Background: an optimization exercise with open tools, aiming at small area, a short achievable clock period and few clock cycles per item. Do not read the settings as production practice.
Function was checked by simulation only, so behaviour that the tests miss may differ from the original.
Power and IR drop assume default switching activity.

==> flow/design.v <==
`timescale 1ns / 1ps
`default_nettype none
package pdq_pkg;
  localparam int NUM_QUEUES  = 4;
  localparam int QUEUE_DEPTH = 16;
  localparam int MODE_W = 2;
  localparam int QSEL_W = 2;
  localparam int KEY_W  = 16;
  localparam int TIME_W = 32;
  localparam int STAT_W = 2;
  localparam int OCC_W  = 5;
  localparam int PTR_W     = 4;
  localparam int CNT_W     = 5;
  localparam int MEM_DEPTH = NUM_QUEUES * QUEUE_DEPTH;
  localparam int ENTRY_W   = KEY_W + TIME_W;
  localparam int RES_W     = STAT_W + KEY_W + TIME_W + TIME_W + OCC_W;
  localparam logic [MODE_W-1:0] MODE_TAIL = 2'd0;
  localparam logic [MODE_W-1:0] MODE_HEAD = 2'd1;
  localparam logic [MODE_W-1:0] MODE_POP  = 2'd2;
  localparam logic [STAT_W-1:0] STATUS_DONE  = 2'd0;
  localparam logic [STAT_W-1:0] STATUS_FULL  = 2'd1;
  localparam logic [STAT_W-1:0] STATUS_EMPTY = 2'd2;
endpackage
`default_nettype wire
`timescale 1ns / 1ps
`default_nettype none
module pdq_ram #(
  parameter int WIDTH = 48,
  parameter int DEPTH = 64
) (
  input  wire logic                     clk,
  input  wire logic                     we,
  input  wire logic [$clog2(DEPTH)-1:0] waddr,
  input  wire logic [WIDTH-1:0]         wdata,
  input  wire logic [DEPTH-1:0]         rsel,     
  output logic      [WIDTH-1:0]         rdata
);
  logic [WIDTH-1:0] row [DEPTH];
  logic [WIDTH-1:0] term [DEPTH];
  genvar i;
  generate
    for (i = 0; i < DEPTH; i++) begin : g_row
      always_ff @(posedge clk) begin
        if (we && waddr == i) row[i] <= wdata;
      end
      assign term[i] = rsel[i] ? row[i] : '0;
    end
  endgenerate
  always_comb begin
    rdata = '0;
    for (int k = 0; k < DEPTH; k++) rdata = rdata | term[k];
  end
endmodule
`default_nettype wire
`timescale 1ns / 1ps
`default_nettype none
module pdq_ctrl
(
  input  wire logic                      clk,
  input  wire logic                      rst,
  input  wire logic                      dep,       
  input  wire logic [pdq_pkg::RES_W-1:0] res,
  input  wire logic                      out_ready,
  output logic                           out_valid,
  output logic [pdq_pkg::RES_W-1:0]      out_res,
  output logic                           adv        
);
  logic                      k_v;
  logic [pdq_pkg::RES_W-1:0] k_res;
  logic                      take;
  assign take = out_valid & out_ready;
  logic ov_next, kv_next;
  always_comb begin
    if (take) begin
      ov_next = k_v | dep;
      kv_next = k_v & dep;
    end else begin
      ov_next = out_valid | dep;
      kv_next = k_v | (out_valid & dep);
    end
  end
  always_ff @(posedge clk) begin
    if (rst) begin
      out_valid <= 1'b0;
      k_v       <= 1'b0;
      adv       <= 1'b1;
    end else begin
      out_valid <= ov_next;
      k_v       <= kv_next;
      adv       <= !(ov_next & kv_next);
    end
  end
  always_ff @(posedge clk) begin
    if (take || !out_valid) out_res <= k_v ? k_res : res;
  end
  always_ff @(posedge clk) begin
    if (take || !k_v) k_res <= res;
  end
endmodule
`default_nettype wire
`timescale 1ns / 1ps
`default_nettype none
module pdq_dp
(
  input  wire logic                          clk,
  input  wire logic                          rst,
  input  wire logic                          adv,
  input  wire logic                          in_valid,
  input  wire logic [pdq_pkg::MODE_W-1:0]    mode,
  input  wire logic [pdq_pkg::QSEL_W-1:0]    queue_select,
  input  wire logic [pdq_pkg::KEY_W-1:0]     user_key,
  input  wire logic [pdq_pkg::TIME_W-1:0]    current_time,
  output logic                               dep,
  output logic [pdq_pkg::RES_W-1:0]          res
);
  localparam int NQ = pdq_pkg::NUM_QUEUES;
  localparam int QD = pdq_pkg::QUEUE_DEPTH;
  logic                       a_v;
  logic [1:0]                 a_mode;
  logic [1:0]                 a_q;
  logic [pdq_pkg::KEY_W-1:0]  a_key;
  logic [pdq_pkg::TIME_W-1:0] a_time;
  always_ff @(posedge clk) begin
    if (rst)      a_v <= 1'b0;
    else if (adv) a_v <= in_valid;
  end
  always_ff @(posedge clk) begin
    if (adv) begin
      a_mode <= mode;
      a_q    <= queue_select;
      a_key  <= user_key;
      a_time <= current_time;
    end
  end
  logic [3:0] head  [NQ];
  logic [4:0] count [NQ];
  logic [3:0] hd;
  logic [4:0] cnt;
  logic       is_push, is_pop, full, empty, do_push, do_pop;
  logic [3:0] wslot;
  logic [3:0] head_nx;
  logic [4:0] cnt_nx;
  logic [1:0] st;
  assign hd      = head[a_q];
  assign cnt     = count[a_q];
  assign is_push = !a_mode[1];
  assign is_pop  = (a_mode == pdq_pkg::MODE_POP);
  assign full    = cnt[4];
  assign empty   = (cnt == 5'd0);
  assign do_push = a_v & is_push & !full;
  assign do_pop  = a_v & is_pop & !empty;
  assign wslot   = a_mode[0] ? (hd - 4'd1) : (hd + cnt[3:0]);
  always_comb begin
    head_nx = hd;
    cnt_nx  = cnt;
    if (do_push) begin
      cnt_nx = cnt + 5'd1;
      if (a_mode[0]) head_nx = hd - 4'd1;
    end else if (do_pop) begin
      cnt_nx  = cnt - 5'd1;
      head_nx = hd + 4'd1;
    end
  end
  always_comb begin
    st = pdq_pkg::STATUS_DONE;
    if (is_push && full)  st = pdq_pkg::STATUS_FULL;
    if (is_pop  && empty) st = pdq_pkg::STATUS_EMPTY;
  end
  always_ff @(posedge clk) begin
    if (rst) begin
      for (int j = 0; j < NQ; j++) begin
        head[j]  <= '0;
        count[j] <= '0;
      end
    end else if (adv && a_v) begin
      head[a_q]  <= head_nx;
      count[a_q] <= cnt_nx;
    end
  end
  logic [NQ*QD-1:0] rsel;
  always_comb begin
    for (int j = 0; j < NQ; j++)
      for (int i = 0; i < QD; i++)
        rsel[j*QD+i] = (a_q == j) && (head[j] == i);
  end
  logic [pdq_pkg::ENTRY_W-1:0] rd_entry;
  pdq_ram #(
    .WIDTH (pdq_pkg::ENTRY_W),
    .DEPTH (NQ*QD)
  ) u_ram (
    .clk   (clk),
    .we    (do_push & adv),
    .waddr ({a_q, wslot}),
    .wdata ({a_key, a_time}),
    .rsel  (rsel),
    .rdata (rd_entry)
  );
  logic                       b_v;
  logic [1:0]                 b_q;
  logic                       b_pop;
  logic [1:0]                 b_st;
  logic [4:0]                 b_occ;
  logic [pdq_pkg::TIME_W-1:0] b_time;
  logic [pdq_pkg::KEY_W-1:0]  b_key;
  logic [pdq_pkg::TIME_W-1:0] b_stamp;
  always_ff @(posedge clk) begin
    if (rst)      b_v <= 1'b0;
    else if (adv) b_v <= a_v;
  end
  always_ff @(posedge clk) begin
    if (adv) begin
      b_q     <= a_q;
      b_pop   <= do_pop;
      b_st    <= st;
      b_occ   <= cnt_nx;
      b_time  <= a_time;
      b_key   <= rd_entry[pdq_pkg::ENTRY_W-1:pdq_pkg::TIME_W];
      b_stamp <= rd_entry[pdq_pkg::TIME_W-1:0];
    end
  end
  logic [pdq_pkg::TIME_W-1:0] longest [NQ];
  logic [pdq_pkg::TIME_W-1:0] lg;
  logic [pdq_pkg::TIME_W-1:0] w;
  logic                       gt;
  logic [pdq_pkg::TIME_W-1:0] lg_nx;
  assign lg    = longest[b_q];
  assign w     = b_time - b_stamp;
  assign gt    = w > lg;
  assign lg_nx = (b_pop && gt) ? w : lg;
  always_ff @(posedge clk) begin
    if (rst) begin
      for (int j = 0; j < NQ; j++) longest[j] <= '0;
    end else if (adv && b_v && b_pop && gt) begin
      longest[b_q] <= w;
    end
  end
  assign dep = adv & b_v;
  assign res = {b_st,
                b_pop ? b_key : {pdq_pkg::KEY_W{1'b0}},
                b_pop ? w : {pdq_pkg::TIME_W{1'b0}},
                lg_nx,
                b_occ};
endmodule
`default_nettype wire
`timescale 1ns / 1ps
`default_nettype none
module priority_deque_with_wait_tracking
(
  input  wire logic              clk,
  input  wire logic              rst,
  input  wire logic              in_valid,
  output logic                   in_ready,
  input  wire logic [pdq_pkg::MODE_W-1:0] mode,
  input  wire logic [pdq_pkg::QSEL_W-1:0] queue_select,
  input  wire logic [pdq_pkg::KEY_W-1:0]  user_key,
  input  wire logic [pdq_pkg::TIME_W-1:0] current_time,
  output logic                   out_valid,
  input  wire logic              out_ready,
  output logic [pdq_pkg::STAT_W-1:0]      status,
  output logic [pdq_pkg::KEY_W-1:0]       removed_key,
  output logic [pdq_pkg::TIME_W-1:0]      removed_wait,
  output logic [pdq_pkg::TIME_W-1:0]      max_wait,
  output logic [pdq_pkg::OCC_W-1:0]       occupancy
);
  logic                      adv;
  logic                      dep;
  logic [pdq_pkg::RES_W-1:0] res;
  logic [pdq_pkg::RES_W-1:0] out_res;
  assign in_ready = adv;
  pdq_dp u_dp (
    .clk          (clk),
    .rst          (rst),
    .adv          (adv),
    .in_valid     (in_valid),
    .mode         (mode),
    .queue_select (queue_select),
    .user_key     (user_key),
    .current_time (current_time),
    .dep          (dep),
    .res          (res)
  );
  pdq_ctrl u_ctrl (
    .clk       (clk),
    .rst       (rst),
    .dep       (dep),
    .res       (res),
    .out_ready (out_ready),
    .out_valid (out_valid),
    .out_res   (out_res),
    .adv       (adv)
  );
  assign {status, removed_key, removed_wait, max_wait, occupancy} = out_res;
endmodule
`default_nettype wire
==> flow/run.sh <==
#!/bin/bash
# synth_recipe.tcl (not shown) runs the flow's synth.tcl, then flattens the netlist and writes it again
# the make line also repeats each setting of config.mk as NAME=value (left out here)
make -C /OpenROAD-flow-scripts/flow DESIGN_CONFIG=/design/flow/config.mk WORK_HOME=/design/flow/orfs CLKGATE_MAP_FILE= SYNTH_SCRIPT=/design/flow/synth_recipe.tcl finish
==> flow/config.mk <==
export PLATFORM = sky130hd
export DESIGN_NAME = priority_deque_with_wait_tracking
export DESIGN_NICKNAME = priority_deque_with_wait_tracking
export VERILOG_FILES = /design/flow/design.v
export SDC_FILE = /design/flow/constraint.sdc
export NUM_CORES = 4
export LEC_CHECK = 0
export CAP_MARGIN = 20
export CORE_MARGIN = 2
export CORE_UTILIZATION = 40
export SLEW_MARGIN = 20
==> flow/constraint.sdc <==
create_clock -name core_clock -period 8.0 [get_ports {clk}]
set_input_delay 1.6000 -clock core_clock [delete_from_list [all_inputs] [get_ports {clk}]]
set_output_delay 1.6000 -clock core_clock [all_outputs]
set_load 0.01 [all_outputs]
==> impl_metrics.yaml <==
finish:
  layout_commonest_cell: "edfxtp_1"
  finish.instance_area_um2: 152000
  final_cell_mix: "3552 x edfxtp_1, 643 x a22oi_1, 447 x a22o_1, 447 x a221oi_1, 364 x clkbuf_16"
  drive_above_1_share_pct: 13.4
  areaGrowthSynthToFinish_pct: 15.9
  nets: 7662
power_and_ir_drop:
  leakage_uw: 0.0485
  powerDensity_nw_per_um2: 260
  peakVddDrop_v: 0.000185
sta:
  fmax_mhz: 156
  hold_viol: 0
  slew_violations: 0
  fin_tns_setup_ns: 0
  period_needed_ns: 6.43
  rsz0062_at_grt: "no"
  tightest_slew_ns: 1.32
  setup_viol: 0
  period_share_pct: 80.3
  fin_skew_ns: 0.112
  maxSlewHeadroom_pct: 12.0
clock_tree:
  cts_made_buffers: 358
  htree_levels: 5
  cts.sinks: 3561
  cts-resized-gates: 0
  clk_pin_slew_ns: 0.06
  cts_tree: "built"
  clk_latency_ns: 0.94
  cts_buffer_depth: 4
  cts_hold_buf: 0
  cts_setup_buffers: 0
  cts_root_buf: "clkbuf_16"
setup_path:
  crit_required_ns: 8.53
  end_kind: "flip-flop"
  arrival_ns: 6.96
  critPathBufInv: 4
  critPathKind: "flip-flop to flip-flop"
  worstPathCellList: "inv_1, ha_1, inv_1, fa_1, a211oi_1, o21ai_2, o2111ai_2, a21boi_2, a31o_2, a2111oi_4, o21ba_2, nor2_1, ha_1, nand3_1, nor4_1, and4b_1, o31a_1, nor4_1, a2111o_1, or3b_1, buf_4, nand2b_1, buf_4"
  cp_slowest_cell: "a2111o_1"
  critical_path.top_delay_family: "compound AO/OA/AOI/OAI gates"
  max_stage_delay_ns: 0.48
  startpoint_type: "flip-flop"
  cp-startpoint: "u_dp.b_time[0]"
  worst-path-max-fanout: 33
  reg2reg_from: "u_dp.b_time[0]"
logic_synthesis:
  synthCells: 7110
  synth_top_cell_by_area: "edfxtp_1"
  ys_warn_count: 5
  netlist-cell-type-count: 82
  synth-main-ff-cell: "edfxtp_1"
  synth-seq-cells: 3561
  syn_area_um2: 131000
  async_flop_share_pct: 0
  synth.top_cell.area_share_pct: 81.3
  synth-edff-count: 3552
  synth.net_count: 7238
  ys_seq_area_share_pct: 81.4
  syn_area_per_cell_um2: 18.5
  synth_top_cells_by_area: "edfxtp_1 81%, a22oi_1 3.7%, a221oi_1 3.0%"
placement:
  hpwl_mm: 269
  io_buffers: 144
  post_dp_cell_area_um2: 141000
  gp_congestion: 0.863
global_route:
  gr-usage-all-layers_pct: 31.4
  use_met3_pct: 11.0
  antenna_found_initial: 57
  top_usage_layer: "met2"
  use_met1_pct: 40.1
  grt_pass1_vias: 76000
  grt_max_degree: 76
  grt_overflow: 0
  grt_util_met2_pct: 46.6
  grt_pass1_wl_mm: 699
detailed_routing:
  drtIter0Drc: 18700
  firstDrtPassIters: 7
  dr_total_vias: 84500
  ant_nets: 0
  via_per_inst: 6.93
  postRouteWirelength_mm: 536
  drc: 0
  wl_per_cell_um: 44.0
min_path:
  hp-start: "u_dp.b_occ[0]"
  holdCritPathClass: "flip-flop to flip-flop"
die:
  design.portCount: 145
  num_rows: 210
  fp.dieW_um: 577
  die-area_um2: 333000
  core_area_um2: 327000
  die_y_um: 577
  start_util_pct: 40.1
outcome:
  status: "timing/DRC/antenna clean"
flow_run:
  maxCapViolCount: 0
## worst reg2reg max path, cell delays in order, from the launching register on
cell	delay, ns
edfxtp_1	0.37
inv_1	0.07
ha_1	0.17
inv_1	0.06
fa_1	0.42
a211oi_1	0.29
o21ai_2	0.14
o2111ai_2	0.32
a21boi_2	0.18
a31o_2	0.33
a2111oi_4	0.47
o21ba_2	0.30
nor2_1	0.08
ha_1	0.34
nand3_1	0.08
nor4_1	0.30
and4b_1	0.26
o31a_1	0.14
nor4_1	0.09
a2111o_1	0.48
or3b_1	0.36
buf_4	0.27
nand2b_1	0.12
buf_4	0.41
## state kept, by name (all words and copies together), names as in the netlist, 2 cells and up, named ones only
| name | flops |
|---|---|
| u_ctrl.out_res | 87 |
| u_dp.longest | 128 |
| u_dp.b_q | 2 |
| u_dp.b_stamp | 32 |
| u_dp.b_occ | 5 |
| u_dp.b_time | 32 |
| u_dp.u_ram.row | 3072 |
| u_ctrl.k_res | 87 |
| u_dp.b_key | 16 |
| u_dp.head | 16 |
| u_dp.b_st | 2 |
| u_dp.a_q | 2 |
| u_dp.a_mode | 2 |
| u_dp.a_time | 32 |
| u_dp.count | 20 |
| u_dp.a_key | 16 |
## logic make-up after synthesis
family	after synthesis	synth area share, %
AO/OA/AOI/OAI	1767	10.9
XOR/XNOR	28	0.193
adder cells (fa/ha/maj)	72	0.698
buffers and inverters	513	1.59
flip-flops	3561	81.4
multiplexers	107	1.19
AND/OR/NAND/NOR	1062	4.00
## synthesized netlist by cell type, types with 27 or more instances
| master | n |
|---|---|
| a21o_1 | 30 |
| a21oi_1 | 52 |
| a221oi_1 | 447 |
| a22o_1 | 447 |
| a22oi_1 | 643 |
| buf_1 | 62 |
| buf_2 | 82 |
| clkbuf_1 | 243 |
| edfxtp_1 | 3552 |
| ha_1 | 70 |
| inv_1 | 113 |
| mux2_2 | 47 |
| mux2i_1 | 27 |
| mux4_2 | 28 |
| nand2_1 | 160 |
| nand3_1 | 104 |
| nand4_1 | 226 |
| nor2_1 | 351 |
| nor3_1 | 59 |
| nor4_1 | 42 |
| o21ai_0 | 30 |
| o31ai_1 | 34 |
## worst paths after layout
| check | slack (ns) | end | cells past startpoint |
|---|---|---|---|
| worst max-delay path | 1.57 | u_dp.longest[1][9] | 23 |
| worst min-delay path | 0.43 | u_ctrl.k_res[0] | 0 |
| worst max register to register | 1.57 | u_dp.longest[1][9] | 23 |
| worst min register to register | 0.43 | u_ctrl.k_res[0] | 0 |
## routing by layer
| layer | routed length [um] | part of all wire (%) |
|---|---|---|
| met3 | 91100 | 17 |
| met1 | 177000 | 33 |
| met2 | 230000 | 43 |
| met4 | 37000 | 6.9 |
| met5 | 567 | 0.11 |
## final cells by class
cell class	count	area (um^2)
Timing Repair Buffer	461	4890
Fill cell	27300	175000
Clock inverter	200	1740
Multi-Input combinational cell	3036	23200
Tap cell	4346	5440
Sequential cell	3561	107000
Inverter	116	435
Clock buffer	436	9400
Antenna cell	30	75.1
## where the power goes
part | total [uW] | internal (uW) | switching [uW]
combinational | 2330 | 676 | 1660
clock | 16400 | 9170 | 7210
sequential | 20900 | 20800 | 96.2
## metrics by stage
step	worst slack (ns)	hold WS [ns]	instances	total power, uW	util, %
after floorplan	1.06	0.422	7110	22400	-
after global placement	1.49	0.441	11500	23500	43.0
after detailed placement	1.61	0.450	11500	23500	43.1
after CTS	1.62	0.440	12200	39500	46.5
after global routing	1.20	0.464	12200	40400	46.5
final	1.57	0.431	12200	39600	46.5
Testbench counts, summed over its fixed seeds: cycles 16,024, items 16,000.

afterwards: timing with drivers on the ports:
In the flow no input, the clock included, has a driving cell. The finished layout below was timed again as built, in two steps.
Step 1 (the two cells are an assumption about what drives the block):
set clk [get_ports {clk}]
set_driving_cell -lib_cell sky130_fd_sc_hd__clkbuf_16 $clk
set_driving_cell -lib_cell sky130_fd_sc_hd__buf_2 [delete_from_list [all_inputs] $clk]
Step 2, shift: input delay + t, output delay - t, t = (earliest + latest rising clock arrival at the registers) / 2. This alone moves slack from input paths to output paths.
a / b / c = ideal ports / drivers / drivers and shift; a / b = the first two.
shift t [ns]: 0.996
setup slack, ns: 1.575 / 1.575 / 1.575
worst setup path after step 2: register to register
worst register clock-pin slew, ns: 0.07 / 0.07
After both steps setup and hold are still met in this run. The setup slack of this run moves by 0.000 ns with the drivers and by 0.000 ns with both steps.
